This is an optimization exercise on Yosys and OpenROAD, whose aim is small area, a short achievable clock period and few clock cycles per item, not a production implementation.
Where RTL was checked, it was by simulation tests only, not by an equivalence proof against the original.
Power figures rest on the tool's default switching activity, not on a simulated workload.

Design ignition_advance_curve_lookup, start of the top module:
module ignition_advance_curve_lookup (
  input  logic        clk,
  input  logic        rst,
  input  logic        write_enable,
  input  logic [1:0]  write_index,
  input  logic [15:0] write_data,
  input  logic        in_valid,
  output logic        in_stall,
  input  logic [15:0] engine_speed,
  output logic        out_valid,
  input  logic        out_stall,
  output logic [11:0] spark_advance,
  output logic [1:0]  speed_region
);
  logic [11:0] cranking_advance;
  logic [11:0] top_advance;
  logic [15:0] cranking_speed_limit;
  always_ff @(posedge clk) begin
    if (rst) begin
      cranking_advance     <= 12'd50;
      top_advance          <= 12'd350;
      cranking_speed_limit <= 16'd500;
    end else if (write_enable) begin
      case (write_index)
        2'd0: cranking_advance     <= write_data[11:0];
        2'd1: top_advance          <= write_data[11:0];
        2'd2: cranking_speed_limit <= write_data;
        default: ;
      endcase
    end
  end
  logic        en;
  logic        skid_full;
  logic [15:0] skid_speed;
  logic        src_valid;
  logic [15:0] s;
  assign en        = !(out_valid && out_stall);
  assign in_stall  = skid_full;
  assign src_valid = skid_full || in_valid;
  assign s         = skid_full ? skid_speed : engine_speed;
  always_ff @(posedge clk) begin
    if (rst)                        skid_full <= 1'b0;
    else if (en)                    skid_full <= 1'b0;
    else if (in_valid && !skid_full) skid_full <= 1'b1;
  end
  always_ff @(posedge clk) begin
    if (!en && !skid_full) skid_speed <= engine_speed;
  end
  ...
For scale: roughly 170 flip-flops, about 10000 sq um of cells after synthesis.
Settings: LEC_CHECK=0, CAP_MARGIN=20, CORE_MARGIN=2, CORE_UTILIZATION=40, SLEW_MARGIN=20; clock period 7.0 ns.
run.sh (not shown) runs the stock make flow with config.mk's settings and CLKGATE_MAP_FILE= SYNTH_SCRIPT=/design/flow/synth_recipe.tcl, a recipe that flattens the netlist after the stock synthesis.
Then changed:
--- a/flow/design.v
+++ b/flow/design.v
@@ -22,38 +22,27 @@
       cranking_speed_limit <= 16'd500;
     end else if (write_enable) begin
       case (write_index)
         2'd0: cranking_advance     <= write_data[11:0];
         2'd1: top_advance          <= write_data[11:0];
         2'd2: cranking_speed_limit <= write_data;
         default: ;
       endcase
     end
   end
   logic        en;
-  logic        skid_full;
-  logic [15:0] skid_speed;
-  logic        src_valid;
+  logic        o2_full;
   logic [15:0] s;
-  assign en        = !(out_valid && out_stall);
-  assign in_stall  = skid_full;
-  assign src_valid = skid_full || in_valid;
-  assign s         = skid_full ? skid_speed : engine_speed;
-  always_ff @(posedge clk) begin
-    if (rst)                        skid_full <= 1'b0;
-    else if (en)                    skid_full <= 1'b0;
-    else if (in_valid && !skid_full) skid_full <= 1'b1;
-  end
-  always_ff @(posedge clk) begin
-    if (!en && !skid_full) skid_speed <= engine_speed;
-  end
+  assign en       = !o2_full;
+  assign in_stall = o2_full;
+  assign s        = engine_speed;
   logic [13:0] s14;
   logic [3:0]  seg;
   logic [1:0]  region;
   assign s14 = s[13:0];    
   always_comb begin
     seg = 4'd0;
     if (s14 >= 14'd1067) seg = 4'd1;
     if (s14 >= 14'd2134) seg = 4'd2;
     if (s14 >= 14'd3200) seg = 4'd3;
     if (s14 >= 14'd4267) seg = 4'd4;
     if (s14 >= 14'd5334) seg = 4'd5;
@@ -70,23 +59,23 @@
   always_comb begin
     if (s < cranking_speed_limit)  region = 2'd0;
     else if (s >= 16'd16000)       region = 2'd2;
     else                           region = 2'd1;
   end
   logic        a_valid;
   logic [3:0]  a_seg;
   logic [10:0] a_s;
   logic [1:0]  a_region;
   always_ff @(posedge clk) begin
     if (rst)     a_valid <= 1'b0;
-    else if (en) a_valid <= src_valid;
+    else if (en) a_valid <= in_valid;
   end
   always_ff @(posedge clk) begin
     if (en) begin
       a_seg    <= seg;
       a_s      <= s[10:0];
       a_region <= region;
     end
   end
   logic [10:0] lo11;
   always_comb begin
     case (a_seg)
@@ -485,22 +474,39 @@
       8'd254: div5 = 5'd31;
       8'd255: div5 = 5'd31;
     endcase
   endfunction
   always_comb begin
     case (d_region)
       2'd0:    adv = cranking_advance;
       2'd2:    adv = top_advance;
       default: adv = 12'(c_lo) + 12'(div5(d_y));
     endcase
   end
+  logic        o_free;
+  logic [11:0] o2_adv;
+  logic [1:0]  o2_region;
+  assign o_free = !out_valid || !out_stall;
+  always_ff @(posedge clk) begin
+    if (rst) begin
+      out_valid <= 1'b0;
+      o2_full   <= 1'b0;
+    end else if (o_free) begin
+      out_valid <= o2_full || d_valid;
+      o2_full   <= 1'b0;
+    end else if (!o2_full) begin
+      o2_full   <= d_valid;
+    end
+  end
   always_ff @(posedge clk) begin
-    if (rst)     out_valid <= 1'b0;
-    else if (en) out_valid <= d_valid;
+    if (o_free) begin
+      spark_advance <= o2_full ? o2_adv : adv;
+      speed_region  <= o2_full ? o2_region : d_region;
+    end
   end
   always_ff @(posedge clk) begin
-    if (en) begin
-      spark_advance <= adv;
-      speed_region  <= d_region;
+    if (!o_free && !o2_full) begin
+      o2_adv    <= adv;
+      o2_region <= d_region;
     end
   end
 endmodule
Outcome:
- cell area fell by 1.1%
- die area fell by 1.3%
- hold slack is worse by 0.018 ns
- cell count decreases by 3.0%
- critical path depth rises by 1
- non-clock buffer count fell by 1
- global-route usage decreases by 0.18 points
- register-to-register slack gains 0.18 ns
- maximum frequency grows by 4.4%
- count of clock-buffer cells in the layout falls by 4
- total power goes down by 1.5%
- synthesized cell count goes down by 3.2%
- routed wire length drops by 1.9%
- combinational power fell by about 3%
Testbench counts after the change, summed over its fixed seeds: cycles 9,640, items 9,600.
Function not checked in the first run of this note: the RTL went through the layout flow alone.

what the ideal ports hide:
The flow's constraints put no driver on any port. The routed layouts listed below were extracted and timed again, unchanged, in two steps. Step 1 assumes that a clkbuf_16 drives the clock port and a buf_2 every other input. Step 2 times the ports against the registers' clock, not the clock port: input delays grow and output delays shrink by t, the midpoint of the rising clock arrivals with the driver on. Three values: no drivers, after step 1, after step 2; two values: the first two.
run	shift t [ns]	setup WS [ns]	latest minus earliest clock arrival (ns)	worst slew at a driven data input, ns	cell pins on the clock port's net
the first run	0.464	2.768 / 2.768 / 2.339	0.018 / 0.018	0.04	1
the second run	0.474	2.947 / 2.947 / 2.947	0.017 / 0.017	0.05	1
After both steps every run listed still meets setup and hold. The setup slack of the first run, which loses most, moves by 0.000 ns with the drivers and by -0.429 ns with both steps.
